This is an optimization exercise on Yosys and OpenROAD, whose aim is small area, a short achievable clock period and few clock cycles, not a production implementation. The RTL was checked by simulation tests, not by an equivalence proof against the original design. Power and IR drop assume default switching activity.

$ cat run.sh
#!/bin/bash
# synth_recipe.tcl (not shown) runs the flow's synth.tcl, then flattens the netlist and writes it again
# the make line also repeats each setting of config.mk as NAME=value (left out here)
make -C /OpenROAD-flow-scripts/flow DESIGN_CONFIG=/design/flow/config.mk WORK_HOME=/design/flow/orfs CLKGATE_MAP_FILE= SYNTH_SCRIPT=/design/flow/synth_recipe.tcl finish
$ cat config.mk
export PLATFORM = sky130hd
export DESIGN_NAME = convex_hull_monotone_chain
export DESIGN_NICKNAME = convex_hull_monotone_chain
export VERILOG_FILES = /design/flow/design.v
export SDC_FILE = /design/flow/constraint.sdc
export NUM_CORES = 4
export LEC_CHECK = 0
export CAP_MARGIN = 20
export CORE_MARGIN = 2
export CORE_UTILIZATION = 45
export PLACE_DENSITY = 0.6
export SLEW_MARGIN = 20
$ cat constraint.sdc
create_clock -name core_clock -period 10.0 [get_ports {clk_i}]
set_input_delay 2.0000 -clock core_clock [delete_from_list [all_inputs] [get_ports {clk_i}]]
set_output_delay 2.0000 -clock core_clock [all_outputs]
set_load 0.01 [all_outputs]
$ cat design.v
`default_nettype none
package chm_pkg;
  localparam int unsigned PT_W = 12;
  typedef enum logic [4:0] {
    OP_LOAD,
    OP_SORT_INIT,
    OP_SORT_RD,
    OP_SORT_LD,
    OP_SORT_CMP,
    OP_SORT_WR,
    OP_DED_INIT,
    OP_DED_RD,
    OP_DED_PR,
    OP_CH_INIT,
    OP_CH_RD,
    OP_CH_LD,
    OP_CH_SIDE,
    OP_UP_CHK,
    OP_UP_WAIT,
    OP_UP_POP,
    OP_UP_RLD,
    OP_UP_PUSH,
    OP_LO_CHK,
    OP_LO_WAIT,
    OP_LO_POP,
    OP_LO_RLD,
    OP_LO_PUSH,
    OP_NEXT,
    OP_EM_FIRST,
    OP_EM_FIRST_OUT,
    OP_EM_RD,
    OP_EM_OUT,
    OP_NO_EDGE
  } chm_op_e;
  typedef struct packed {
    logic last_acc;    
    logic sort_end;    
    logic gt;          
    logic j_one;       
    logic ded_end;     
    logic few;         
    logic ori_done;    
    logic ori_neg;     
    logic ori_pos;     
    logic want_up;     
    logic want_lo;     
    logic un_ge2;      
    logic ln_ge2;      
    logic last_i;      
    logic out_free;    
    logic k_last;      
  } chm_sts_t;
endpackage
`default_nettype wire
`default_nettype none
module chm_ctrl (
  input  wire                 clk_i,
  input  wire                 rst_ni,
  input  chm_pkg::chm_sts_t   sts_i,
  output chm_pkg::chm_op_e    cmd_o
);
  typedef enum logic [4:0] {
    S_LOAD, S_SORT_INIT, S_SORT_RD, S_SORT_LD, S_SORT_CMP, S_SORT_WR,
    S_DED_INIT, S_DED_RD, S_DED_PR,
    S_CH_INIT, S_CH_RD, S_CH_LD, S_CH_SIDE,
    S_UP_CHK, S_UP_WAIT, S_UP_POP, S_UP_RLD, S_UP_PUSH,
    S_LO_CHK, S_LO_WAIT, S_LO_POP, S_LO_RLD, S_LO_PUSH,
    S_NEXT, S_EM_FIRST, S_EM_FIRST_OUT, S_EM_RD, S_EM_OUT, S_NO_EDGE
  } state_e;
  state_e state_q, state_d;
  always_comb begin
    state_d = state_q;
    case (state_q)
      S_LOAD:      if (sts_i.last_acc) state_d = S_SORT_INIT;
      S_SORT_INIT: state_d = S_SORT_RD;
      S_SORT_RD:   state_d = sts_i.sort_end ? S_DED_INIT : S_SORT_LD;
      S_SORT_LD:   state_d = S_SORT_CMP;
      S_SORT_CMP:  if (!(sts_i.gt && !sts_i.j_one)) state_d = S_SORT_WR;
      S_SORT_WR:   state_d = S_SORT_RD;
      S_DED_INIT:  state_d = S_DED_RD;
      S_DED_RD:    state_d = S_DED_PR;
      S_DED_PR:    state_d = sts_i.ded_end ? S_CH_INIT : S_DED_RD;
      S_CH_INIT:   state_d = sts_i.few ? S_NO_EDGE : S_CH_RD;
      S_CH_RD:     state_d = S_CH_LD;
      S_CH_LD:     state_d = S_CH_SIDE;
      S_CH_SIDE:   if (sts_i.ori_done) state_d = S_UP_CHK;
      S_UP_CHK: begin
        if (!sts_i.want_up)     state_d = S_LO_CHK;
        else if (!sts_i.un_ge2) state_d = S_UP_PUSH;
        else                    state_d = S_UP_WAIT;
      end
      S_UP_WAIT:   if (sts_i.ori_done) state_d = sts_i.ori_neg ? S_UP_PUSH : S_UP_POP;
      S_UP_POP:    state_d = S_UP_RLD;
      S_UP_RLD:    state_d = S_UP_CHK;
      S_UP_PUSH:   state_d = S_LO_CHK;
      S_LO_CHK: begin
        if (!sts_i.want_lo)     state_d = S_NEXT;
        else if (!sts_i.ln_ge2) state_d = S_LO_PUSH;
        else                    state_d = S_LO_WAIT;
      end
      S_LO_WAIT:   if (sts_i.ori_done) state_d = sts_i.ori_pos ? S_LO_PUSH : S_LO_POP;
      S_LO_POP:    state_d = S_LO_RLD;
      S_LO_RLD:    state_d = S_LO_CHK;
      S_LO_PUSH:   state_d = S_NEXT;
      S_NEXT:      state_d = sts_i.last_i ? S_EM_FIRST : S_CH_RD;
      S_EM_FIRST:  state_d = S_EM_FIRST_OUT;
      S_EM_FIRST_OUT: if (sts_i.out_free) state_d = S_EM_RD;
      S_EM_RD:     state_d = S_EM_OUT;
      S_EM_OUT:    if (sts_i.out_free) state_d = sts_i.k_last ? S_LOAD : S_EM_RD;
      S_NO_EDGE:   if (sts_i.out_free) state_d = S_LOAD;
      default:     state_d = S_LOAD;
    endcase
  end
  always_ff @(posedge clk_i or negedge rst_ni) begin
    if (!rst_ni) begin
      state_q <= S_LOAD;
    end else begin
      state_q <= state_d;
    end
  end
  always_comb begin
    case (state_q)
      S_LOAD:         cmd_o = chm_pkg::OP_LOAD;
      S_SORT_INIT:    cmd_o = chm_pkg::OP_SORT_INIT;
      S_SORT_RD:      cmd_o = chm_pkg::OP_SORT_RD;
      S_SORT_LD:      cmd_o = chm_pkg::OP_SORT_LD;
      S_SORT_CMP:     cmd_o = chm_pkg::OP_SORT_CMP;
      S_SORT_WR:      cmd_o = chm_pkg::OP_SORT_WR;
      S_DED_INIT:     cmd_o = chm_pkg::OP_DED_INIT;
      S_DED_RD:       cmd_o = chm_pkg::OP_DED_RD;
      S_DED_PR:       cmd_o = chm_pkg::OP_DED_PR;
      S_CH_INIT:      cmd_o = chm_pkg::OP_CH_INIT;
      S_CH_RD:        cmd_o = chm_pkg::OP_CH_RD;
      S_CH_LD:        cmd_o = chm_pkg::OP_CH_LD;
      S_CH_SIDE:      cmd_o = chm_pkg::OP_CH_SIDE;
      S_UP_CHK:       cmd_o = chm_pkg::OP_UP_CHK;
      S_UP_WAIT:      cmd_o = chm_pkg::OP_UP_WAIT;
      S_UP_POP:       cmd_o = chm_pkg::OP_UP_POP;
      S_UP_RLD:       cmd_o = chm_pkg::OP_UP_RLD;
      S_UP_PUSH:      cmd_o = chm_pkg::OP_UP_PUSH;
      S_LO_CHK:       cmd_o = chm_pkg::OP_LO_CHK;
      S_LO_WAIT:      cmd_o = chm_pkg::OP_LO_WAIT;
      S_LO_POP:       cmd_o = chm_pkg::OP_LO_POP;
      S_LO_RLD:       cmd_o = chm_pkg::OP_LO_RLD;
      S_LO_PUSH:      cmd_o = chm_pkg::OP_LO_PUSH;
      S_NEXT:         cmd_o = chm_pkg::OP_NEXT;
      S_EM_FIRST:     cmd_o = chm_pkg::OP_EM_FIRST;
      S_EM_FIRST_OUT: cmd_o = chm_pkg::OP_EM_FIRST_OUT;
      S_EM_RD:        cmd_o = chm_pkg::OP_EM_RD;
      S_EM_OUT:       cmd_o = chm_pkg::OP_EM_OUT;
      S_NO_EDGE:      cmd_o = chm_pkg::OP_NO_EDGE;
      default:        cmd_o = chm_pkg::OP_LOAD;
    endcase
  end
endmodule
`default_nettype wire
`default_nettype none
module chm_datapath #(
  parameter int unsigned MAX_POINTS = 64,
  parameter int unsigned COORD_BITS = 12
) (
  input  wire                 clk_i,
  input  wire                 rst_ni,
  input  chm_pkg::chm_op_e    cmd_i,
  output chm_pkg::chm_sts_t   sts_o,
  input  wire                       point_valid_i,
  output logic                      point_ready_o,
  input  wire [chm_pkg::PT_W-1:0]   point_x_i,
  input  wire [chm_pkg::PT_W-1:0]   point_y_i,
  input  wire                       point_last_i,
  output logic                      edge_valid_o,
  input  wire                       edge_ready_i,
  output logic [chm_pkg::PT_W-1:0]  edge_start_x_o,
  output logic [chm_pkg::PT_W-1:0]  edge_start_y_o,
  output logic [chm_pkg::PT_W-1:0]  edge_end_x_o,
  output logic [chm_pkg::PT_W-1:0]  edge_end_y_o,
  output logic                      edge_no_edge_o,
  output logic                      edge_overflow_o,
  output logic                      edge_last_o
);
  localparam int unsigned CW  = (COORD_BITS < chm_pkg::PT_W) ? COORD_BITS : chm_pkg::PT_W;
  localparam int unsigned PW  = 2 * CW;
  localparam int unsigned AW  = $clog2(MAX_POINTS);
  localparam int unsigned NW  = $clog2(MAX_POINTS + 1);
  localparam int unsigned HW  = NW + 1;
  localparam int unsigned DW  = CW + 1;
  localparam int unsigned PRW = 2 * DW;
  logic [PW-1:0] pts_mem [MAX_POINTS];
  logic [PW-1:0] up_mem  [MAX_POINTS];
  logic [PW-1:0] lo_mem  [MAX_POINTS];
  logic [PW-1:0] rd_q, urd_q, lrd_q;
  logic [NW-1:0] cnt_q, i_q, j_q, n_q, un_q, ln_q;
  logic [HW-1:0] k_q;
  logic          ovf_q;
  logic [PW-1:0] v_q, last_q, p0_q, cur_q, prev_q;
  logic [PW-1:0] ut1_q, ut2_q, lt1_q, lt2_q;
  logic          want_up_q, want_lo_q, sel_up_q;
  logic [PW-1:0]          oa_q, ob_q, oc_q;
  logic                   s0_q, s1_q, s2_q;
  logic signed [PRW-1:0]  p1_q, p2_q;
  logic                   neg_q, pos_q;
  logic                      ov_q;
  logic [chm_pkg::PT_W-1:0]  sx_q, sy_q, ex_q, ey_q;
  logic                      ne_q, of_q, le_q;
  logic          acc, gt, new_pt, out_free, k_last, last_i;
  logic [NW-1:0] im1, jm2, unm3, lnm3;
  logic [HW-1:0] h, hidx, lidx;
  logic          hup;
  logic [PW-1:0] sel_pt;
  logic          pw_en;
  logic [AW-1:0] pw_addr, pr_addr, ur_addr, lr_addr;
  logic [PW-1:0] pw_data;
  logic          ori_go;
  logic [PW-1:0] ga, gb, gc;
  logic signed [DW-1:0]  dx1, dy1, dx2, dy2;
  logic signed [PRW-1:0] df;
  assign acc      = (cmd_i == chm_pkg::OP_LOAD) && point_valid_i;
  assign point_ready_o = (cmd_i == chm_pkg::OP_LOAD);
  assign gt       = rd_q > v_q;
  assign new_pt   = (n_q == '0) || (rd_q != last_q);
  assign out_free = !ov_q || edge_ready_i;
  assign im1      = i_q - NW'(1);
  assign jm2      = j_q - NW'(2);
  assign unm3     = un_q - NW'(3);
  assign lnm3     = ln_q - NW'(3);
  assign last_i   = (i_q == n_q - NW'(1));
  assign h      = HW'(un_q) + HW'(ln_q) - HW'(2);
  assign hidx   = (cmd_i == chm_pkg::OP_EM_FIRST || cmd_i == chm_pkg::OP_EM_FIRST_OUT)
                  ? h - HW'(1) : k_q;
  assign hup    = hidx < HW'(un_q);
  assign lidx   = h - hidx;
  assign sel_pt = sel_up_q ? urd_q : lrd_q;
  assign k_last = (k_q == h - HW'(1));
  always_comb begin
    pw_en   = 1'b0;
    pw_addr = j_q[AW-1:0];
    pw_data = rd_q;
    pr_addr = i_q[AW-1:0];
    case (cmd_i)
      chm_pkg::OP_LOAD: begin
        pw_en   = acc && (cnt_q < NW'(MAX_POINTS));
        pw_addr = cnt_q[AW-1:0];
        pw_data = {point_x_i[CW-1:0], point_y_i[CW-1:0]};
      end
      chm_pkg::OP_SORT_LD: begin
        pr_addr = im1[AW-1:0];
      end
      chm_pkg::OP_SORT_CMP: begin
        pw_en   = gt;
        pr_addr = jm2[AW-1:0];
      end
      chm_pkg::OP_SORT_WR: begin
        pw_en   = 1'b1;
        pw_data = v_q;
      end
      chm_pkg::OP_DED_PR: begin
        pw_en   = new_pt;
        pw_addr = n_q[AW-1:0];
      end
      default: begin
      end
    endcase
  end
  assign ur_addr = (cmd_i == chm_pkg::OP_UP_POP) ? unm3[AW-1:0] : hidx[AW-1:0];
  assign lr_addr = (cmd_i == chm_pkg::OP_LO_POP) ? lnm3[AW-1:0] : lidx[AW-1:0];
  always_ff @(posedge clk_i) begin
    if (pw_en) begin
      pts_mem[pw_addr] <= pw_data;
    end
    rd_q <= pts_mem[pr_addr];
  end
  always_ff @(posedge clk_i) begin
    if (cmd_i == chm_pkg::OP_CH_INIT) begin
      up_mem[0] <= p0_q;
      lo_mem[0] <= p0_q;
    end
    if (cmd_i == chm_pkg::OP_UP_PUSH) begin
      up_mem[un_q[AW-1:0]] <= cur_q;
    end
    if (cmd_i == chm_pkg::OP_LO_PUSH) begin
      lo_mem[ln_q[AW-1:0]] <= cur_q;
    end
    urd_q    <= up_mem[ur_addr];
    lrd_q    <= lo_mem[lr_addr];
    sel_up_q <= hup;
  end
  always_comb begin
    ori_go = 1'b0;
    ga     = p0_q;
    gb     = rd_q;
    gc     = last_q;
    case (cmd_i)
      chm_pkg::OP_CH_LD: begin
        ori_go = 1'b1;
      end
      chm_pkg::OP_UP_CHK: begin
        ori_go = want_up_q && (un_q >= NW'(2));
        ga     = ut2_q;
        gb     = ut1_q;
        gc     = cur_q;
      end
      chm_pkg::OP_LO_CHK: begin
        ori_go = want_lo_q && (ln_q >= NW'(2));
        ga     = lt2_q;
        gb     = lt1_q;
        gc     = cur_q;
      end
      default: begin
      end
    endcase
  end
  assign dx1 = $signed({1'b0, ob_q[PW-1:CW]}) - $signed({1'b0, oa_q[PW-1:CW]});
  assign dy1 = $signed({1'b0, ob_q[CW-1:0]})  - $signed({1'b0, oa_q[CW-1:0]});
  assign dx2 = $signed({1'b0, oc_q[PW-1:CW]}) - $signed({1'b0, oa_q[PW-1:CW]});
  assign dy2 = $signed({1'b0, oc_q[CW-1:0]})  - $signed({1'b0, oa_q[CW-1:0]});
  assign df  = p1_q - p2_q;
  always_ff @(posedge clk_i or negedge rst_ni) begin
    if (!rst_ni) begin
      s0_q <= 1'b0;
      s1_q <= 1'b0;
      s2_q <= 1'b0;
    end else begin
      s0_q <= ori_go;
      s1_q <= s0_q;
      s2_q <= s1_q;
    end
  end
  always_ff @(posedge clk_i) begin
    if (ori_go) begin
      oa_q <= ga;
      ob_q <= gb;
      oc_q <= gc;
    end
    p1_q <= dx1 * dy2;
    p2_q <= dy1 * dx2;
    if (s1_q) begin
      neg_q <= df[PRW-1];
      pos_q <= !df[PRW-1] && (df != '0);
    end
  end
  always_ff @(posedge clk_i or negedge rst_ni) begin
    if (!rst_ni) begin
      cnt_q <= '0;
      ovf_q <= 1'b0;
      i_q   <= '0;
      j_q   <= '0;
      n_q   <= '0;
      un_q  <= '0;
      ln_q  <= '0;
      k_q   <= '0;
      ov_q  <= 1'b0;
    end else begin
      if (edge_ready_i) begin
        ov_q <= 1'b0;
      end
      case (cmd_i)
        chm_pkg::OP_LOAD: begin
          if (acc) begin
            if (cnt_q < NW'(MAX_POINTS)) begin
              cnt_q <= cnt_q + NW'(1);
            end else begin
              ovf_q <= 1'b1;
            end
          end
        end
        chm_pkg::OP_SORT_INIT: i_q <= NW'(1);
        chm_pkg::OP_SORT_LD:   j_q <= i_q;
        chm_pkg::OP_SORT_CMP: begin
          if (gt) begin
            j_q <= j_q - NW'(1);
          end
        end
        chm_pkg::OP_SORT_WR: i_q <= i_q + NW'(1);
        chm_pkg::OP_DED_INIT: begin
          i_q <= '0;
          n_q <= '0;
        end
        chm_pkg::OP_DED_PR: begin
          i_q <= i_q + NW'(1);
          if (new_pt) begin
            n_q <= n_q + NW'(1);
          end
        end
        chm_pkg::OP_CH_INIT: begin
          un_q <= NW'(1);
          ln_q <= NW'(1);
          i_q  <= NW'(1);
        end
        chm_pkg::OP_UP_POP:  un_q <= un_q - NW'(1);
        chm_pkg::OP_UP_PUSH: un_q <= un_q + NW'(1);
        chm_pkg::OP_LO_POP:  ln_q <= ln_q - NW'(1);
        chm_pkg::OP_LO_PUSH: ln_q <= ln_q + NW'(1);
        chm_pkg::OP_NEXT:    i_q  <= i_q + NW'(1);
        chm_pkg::OP_EM_FIRST_OUT: begin
          if (out_free) begin
            ov_q <= 1'b1;
            k_q  <= HW'(1);
          end
        end
        chm_pkg::OP_EM_OUT: begin
          if (out_free) begin
            ov_q <= 1'b1;
            k_q  <= k_q + HW'(1);
            if (k_last) begin
              cnt_q <= '0;
              ovf_q <= 1'b0;
            end
          end
        end
        chm_pkg::OP_NO_EDGE: begin
          if (out_free) begin
            ov_q  <= 1'b1;
            cnt_q <= '0;
            ovf_q <= 1'b0;
          end
        end
        default: begin
        end
      endcase
    end
  end
  always_ff @(posedge clk_i) begin
    case (cmd_i)
      chm_pkg::OP_SORT_LD: v_q <= rd_q;
      chm_pkg::OP_DED_PR: begin
        if (new_pt) begin
          last_q <= rd_q;
          if (n_q == '0) begin
            p0_q <= rd_q;
          end
        end
      end
      chm_pkg::OP_CH_INIT: begin
        ut1_q <= p0_q;
        lt1_q <= p0_q;
      end
      chm_pkg::OP_CH_LD: cur_q <= rd_q;
      chm_pkg::OP_CH_SIDE: begin
        if (s2_q) begin
          want_up_q <= last_i || neg_q;
          want_lo_q <= last_i || pos_q;
        end
      end
      chm_pkg::OP_UP_POP:  ut1_q <= ut2_q;
      chm_pkg::OP_UP_RLD:  ut2_q <= urd_q;
      chm_pkg::OP_UP_PUSH: begin
        ut2_q <= ut1_q;
        ut1_q <= cur_q;
      end
      chm_pkg::OP_LO_POP:  lt1_q <= lt2_q;
      chm_pkg::OP_LO_RLD:  lt2_q <= lrd_q;
      chm_pkg::OP_LO_PUSH: begin
        lt2_q <= lt1_q;
        lt1_q <= cur_q;
      end
      chm_pkg::OP_EM_FIRST_OUT: begin
        if (out_free) begin
          prev_q <= p0_q;
          sx_q   <= chm_pkg::PT_W'(p0_q[PW-1:CW]);
          sy_q   <= chm_pkg::PT_W'(p0_q[CW-1:0]);
          ex_q   <= chm_pkg::PT_W'(sel_pt[PW-1:CW]);
          ey_q   <= chm_pkg::PT_W'(sel_pt[CW-1:0]);
          ne_q   <= 1'b0;
          of_q   <= ovf_q;
          le_q   <= 1'b0;
        end
      end
      chm_pkg::OP_EM_OUT: begin
        if (out_free) begin
          prev_q <= sel_pt;
          sx_q   <= chm_pkg::PT_W'(prev_q[PW-1:CW]);
          sy_q   <= chm_pkg::PT_W'(prev_q[CW-1:0]);
          ex_q   <= chm_pkg::PT_W'(sel_pt[PW-1:CW]);
          ey_q   <= chm_pkg::PT_W'(sel_pt[CW-1:0]);
          ne_q   <= 1'b0;
          of_q   <= ovf_q;
          le_q   <= k_last;
        end
      end
      chm_pkg::OP_NO_EDGE: begin
        if (out_free) begin
          sx_q <= '0;
          sy_q <= '0;
          ex_q <= '0;
          ey_q <= '0;
          ne_q <= 1'b1;
          of_q <= ovf_q;
          le_q <= 1'b1;
        end
      end
      default: begin
      end
    endcase
  end
  assign edge_valid_o     = ov_q;
  assign edge_start_x_o   = sx_q;
  assign edge_start_y_o   = sy_q;
  assign edge_end_x_o     = ex_q;
  assign edge_end_y_o     = ey_q;
  assign edge_no_edge_o   = ne_q;
  assign edge_overflow_o  = of_q;
  assign edge_last_o      = le_q;
  assign sts_o.last_acc = acc && point_last_i;
  assign sts_o.sort_end = i_q >= cnt_q;
  assign sts_o.gt       = gt;
  assign sts_o.j_one    = (j_q == NW'(1));
  assign sts_o.ded_end  = (i_q == cnt_q - NW'(1));
  assign sts_o.few      = n_q < NW'(2);
  assign sts_o.ori_done = s2_q;
  assign sts_o.ori_neg  = neg_q;
  assign sts_o.ori_pos  = pos_q;
  assign sts_o.want_up  = want_up_q;
  assign sts_o.want_lo  = want_lo_q;
  assign sts_o.un_ge2   = un_q >= NW'(2);
  assign sts_o.ln_ge2   = ln_q >= NW'(2);
  assign sts_o.last_i   = last_i;
  assign sts_o.out_free = out_free;
  assign sts_o.k_last   = k_last;
endmodule
`default_nettype wire
`default_nettype none
module convex_hull_monotone_chain #(
  parameter int unsigned MAX_POINTS = 64,
  parameter int unsigned COORD_BITS = 12
) (
  input  wire          clk_i,
  input  wire          rst_ni,
  input  wire          point_valid_i,
  output wire          point_ready_o,
  input  wire [11:0]   point_x_i,
  input  wire [11:0]   point_y_i,
  input  wire          point_last_i,
  output wire          edge_valid_o,
  input  wire          edge_ready_i,
  output wire [11:0]   edge_start_x_o,
  output wire [11:0]   edge_start_y_o,
  output wire [11:0]   edge_end_x_o,
  output wire [11:0]   edge_end_y_o,
  output wire          edge_no_edge_o,
  output wire          edge_overflow_o,
  output wire          edge_last_o
);
  chm_pkg::chm_op_e   cmd;
  chm_pkg::chm_sts_t  sts;
  chm_ctrl u_ctrl (
    .clk_i  (clk_i),
    .rst_ni (rst_ni),
    .sts_i  (sts),
    .cmd_o  (cmd)
  );
  chm_datapath #(
    .MAX_POINTS (MAX_POINTS),
    .COORD_BITS (COORD_BITS)
  ) u_datapath (
    .clk_i   (clk_i),
    .rst_ni  (rst_ni),
    .cmd_i   (cmd),
    .sts_o   (sts),
    .point_valid_i   (point_valid_i),
    .point_ready_o   (point_ready_o),
    .point_x_i       (point_x_i),
    .point_y_i       (point_y_i),
    .point_last_i    (point_last_i),
    .edge_valid_o    (edge_valid_o),
    .edge_ready_i    (edge_ready_i),
    .edge_start_x_o  (edge_start_x_o),
    .edge_start_y_o  (edge_start_y_o),
    .edge_end_x_o    (edge_end_x_o),
    .edge_end_y_o    (edge_end_y_o),
    .edge_no_edge_o  (edge_no_edge_o),
    .edge_overflow_o (edge_overflow_o),
    .edge_last_o     (edge_last_o)
  );
endmodule
`default_nettype wire
==> out/qor.csv <==
stage,metric,value,unit
clock_network,clkTransAtPathRegs,0.06,ns
worst_setup_path,reg2reg_depth,30,
synth,yosysWarnings,2,
worst_setup_path,r2r_start,u_datapath.ob_q[12],
worst_setup_path,slowest_stage,a2111oi_0,
timing,fin_skew,0.0592,ns
worst_setup_path,crit_fanout,6,
timing,relSlewSlack,18.2,%
route,vias_per_cell,5.88,
placement,postPlaceCellArea,231000,sq um
clock_network,clock_sinks,5136,
layout,drive_above_1_share,11.8,%
worst_setup_path,cp-end-kind,flop,
hold_path,min_from,u_datapath.s0_q,
route,dr.pass1.iters,9,
worst_setup_path,cp-start-kind,flop,
clock_network,numCtsBuffers,548,
clock_network,cts_buffer_depth,4,
placement,dp_hpwl,358000,microns
clock_network,cts_tree,done,
synth,ys_seq_area_share,68.9,%
floorplan,fp.dieW,706,microns
run_status,outcome,timing/DRC/antenna clean,
clock_network,htreeDepth,6,
synth,ys_ff_latch,5136,
pwr,p_total,42.7,mW
synth,synth.distinct_cells,93,
hold_path,min_path_type,reg -> reg,
worst_setup_path,cpMostUsedCell,fa_1,
floorplan,pin_count,82,
floorplan,die_height,706,microns
global_route,antenna_found_initial,37,
synth,async_flop_share,1.17,%
layout,area_growth,12.0,%
synth,synthTopCellsByArea,"edfxtp_1 67%, nand2_1 6.2%, mux4_2 3.9%, fa_1 3.0%, a311oi_1 1.9%",
timing,setup_viol,0,
worst_setup_path,cp.arrival,9.44,ns
timing,fin_crit_sh,85.3,%
timing,finalCriticalPeriod,8.53,ns
synth,synth_ff_type,edfxtp_1,
timing,hold_viol,0,
pwr,ir_drop,0.186,mV
route,num_vias,134868,
synth,synth_top_area_share,67.1,%
global_route,grt_max_degree,169,
global_route,grt_pass1_vias,128817,
clock_network,cts_resized,0,
pwr,power_density,172,nW/um^2
timing,clock.fmax,117,MHz
global_route,grtUsageTotal,24.3,%
floorplan,row_count,257,
clock_network,post-cts-setup-buffers,0,
layout,nets,16662,
global_route,grt_pass1_wl,900000,microns
pwr,p_leak,72.8,nW
layout,final_cell_area,248000,sq um
floorplan,core,490000,sq um
job,max_cap_viol_count,0,
placement,place_congestion,0.856,
clock_network,cts_hold_buffers,0,
route,finalWirelength,621000,microns
worst_setup_path,timing.rr.end,u_datapath.p1_q[25],
global_route,overflow,0,
worst_setup_path,crit_required,10.91,ns
route,drc,0,
synth,synth_nets,16542,
worst_setup_path,path_class,reg -> reg,
placement,port_buffers,81,
timing,rsz0062_at_grt,false,
layout,layout_common_cells,"4951 x edfxtp_1, 3608 x nand2_1, 662 x nand3_1, 556 x clkbuf_16, 505 x inv_1",
timing,report.final.slew_viol_count,0,
floorplan,die_area,498000,sq um
floorplan,start_util,45.2,%
route,drtIter0Drc,16688,
route,ant_nets,0,
synth,syn_inst,15882,
layout,final_common_cell,edfxtp_1,
synth,netlist_area,222000,sq um
route,routedWlPerCell,27.1,microns
timing,tns,0,ns
worst_setup_path,rrSetupSlack,1.47,ns
hold_path,hold_end,u_datapath.s1_q,
synth,synth_edf_count,4951,
clock_network,cts-root-buf,clkbuf_16,
timing,worst_pin_slew,1.23,ns
hold_path,min_path_cells,0,
worst_setup_path,max_stage_delay,0.66,ns
synth,yosysTopAreaCell,edfxtp_1,
clock_network,insertion_delay,1.09,ns
synth,avgSynthCellArea,13.9,sq um
Yosys cell counts, types with 199 or more instances:
cell type / instances
a211oi_1: 347
a21oi_1: 204
a311oi_1: 482
a31oi_1: 215
and2_1: 276
and3_1: 211
buf_2: 357
clkbuf_1: 460
edfxtp_1: 4951
fa_1: 335
ha_1: 296
inv_1: 505
mux4_2: 384
nand2_1: 3680
nand3_1: 663
nor2_1: 649
o21ai_0: 199
state kept, by name, summed over array words and instances, names as in the netlist, 12 cells and up:
signal / cells
u_datapath.oc_q: 24
u_datapath.ey_q: 12
u_datapath.p2_q: 26
u_datapath.lt1_q: 24
u_datapath.lt2_q: 24
u_datapath.ut1_q: 24
u_datapath.lrd_q: 24
u_datapath.urd_q: 24
u_datapath.p1_q: 26
u_datapath.v_q: 24
u_datapath.prev_q: 24
u_datapath.oa_q: 24
u_datapath.ob_q: 24
u_datapath.ex_q: 12
u_datapath.lo_mem: 1536
u_datapath.last_q: 24
u_datapath.sx_q: 12
u_datapath.pts_mem: 1536
u_datapath.cur_q: 24
u_datapath.up_mem: 1536
u_datapath.rd_q: 24
u_datapath.ut2_q: 24
u_datapath.sy_q: 12
u_datapath.p0_q: 24
final cells by class:
class                           instances  area, sq um
Inverter                              509         1910
Sequential cell                      5136       153000
Tap cell                             6475         8100
Clock inverter                        290         2490
Antenna cell                           10         25.0
Fill cell                           41068       242000
Multi-Input combinational cell       9291        63700
Clock buffer                          700        14500
Timing Repair Buffer                  516         4550
critical path: cells and delay by family, from the launching register on:
kind                     cells  cell delay (ns)
flip-flops                   1             0.35
XOR/XNOR                     2             0.56
AND/OR/NAND/NOR              4             0.57
adder cells (fa/ha/maj)      9             3.61
AO/OA/AOI/OAI               12             3.11
buffers and inverters        3             0.17
cells by family (layout without fill, tap and decap cells):
logic type                 after synthesis  in the layout  synth area share (%)
and+or+nand+nor                       5846           5846                  11.2
DFF                                   5136           5136                  68.9
xor gates and xnor gates               222            222                 0.896
adders and majority gates              631            631                  4.70
AOI/OAI and AO/OA                     2056           2056                  6.82
muxes                                  536            536                  4.61
other                                    0             10                     0
buffers and inverters                 1455           2015                  2.80
routing by layer:
metal | GRT usage [%] | wire length [microns] | vias to the layer above
li1 | - | - | 59220
met1 | 35.6 | 262000 | 68667
met2 | 37.5 | 282000 | 6082
met3 | 4.24 | 57400 | 889
met4 | 7.22 | 19700 | 10
met5 | 0 | 57 | -
worst max path at each step:
stage	startpoint	to	slack, ns	cells past startpoint
floorplan	u_datapath.ob_q[12]	u_datapath.p1_q[25]	2.44	30
global placement	u_datapath.ob_q[12]	u_datapath.p1_q[25]	1.63	30
detailed placement	u_datapath.oa_q[0]	u_datapath.p1_q[25]	1.50	28
CTS	u_datapath.oa_q[0]	u_datapath.p1_q[25]	1.48	28
global route	u_datapath.ob_q[12]	u_datapath.p1_q[25]	0.85	30
finish	u_datapath.ob_q[12]	u_datapath.p1_q[25]	1.47	30
metrics by stage:
stage	hold WS, ns	util (%)	instances	setup WS (ns)
2_1_floorplan	0.331	-	15882	2.44
3_3_place_gp	0.341	47.1	21926	1.63
3_5_place_dp	0.339	47.1	21926	1.50
4_1_cts	0.355	50.6	22916	1.48
5_1_grt	0.358	50.6	22918	0.851
6_report	0.353	50.6	22927	1.47
report_power, final:
group / switching (mW) / leakage [nW] / internal (mW)
sequential: 0.0000000000000000119 / 29.8 / 23.2
clock: 8.50 / 8.32 / 11.0
combinational: 0.0210 / 34.7 / 0.00995
total: 8.52 / 72.8 / 34.2
Testbench counts, summed over its fixed seeds: cycles 85,727.

==> static timing again, ports no longer ideal <==
How much do the figures lean on ideal ports? The routed layout below was timed once more, with nothing changed but the port constraints. Step 1 assumes that a clkbuf_16 drives the clock port and a buf_2 every other input. Step 2, shift: input delay + t, output delay - t, t = (earliest + latest rising clock arrival at the registers) / 2. This alone moves slack from input paths to output paths. Three values: no drivers, after step 1, after step 2; two values: the first two.
t, ns: 1.168
slack for setup (ns): 1.474 / 1.474 / 1.474
hold slack, ns: 0.353 / 0.353 / 0.353
latest minus earliest clock arrival (ns): 0.065 / 0.065
worst register clock-pin slew, ns: 0.07 / 0.07
After both steps this run still meets setup and hold. The setup slack of this run moves by 0.000 ns with the drivers and by 0.000 ns with both steps.
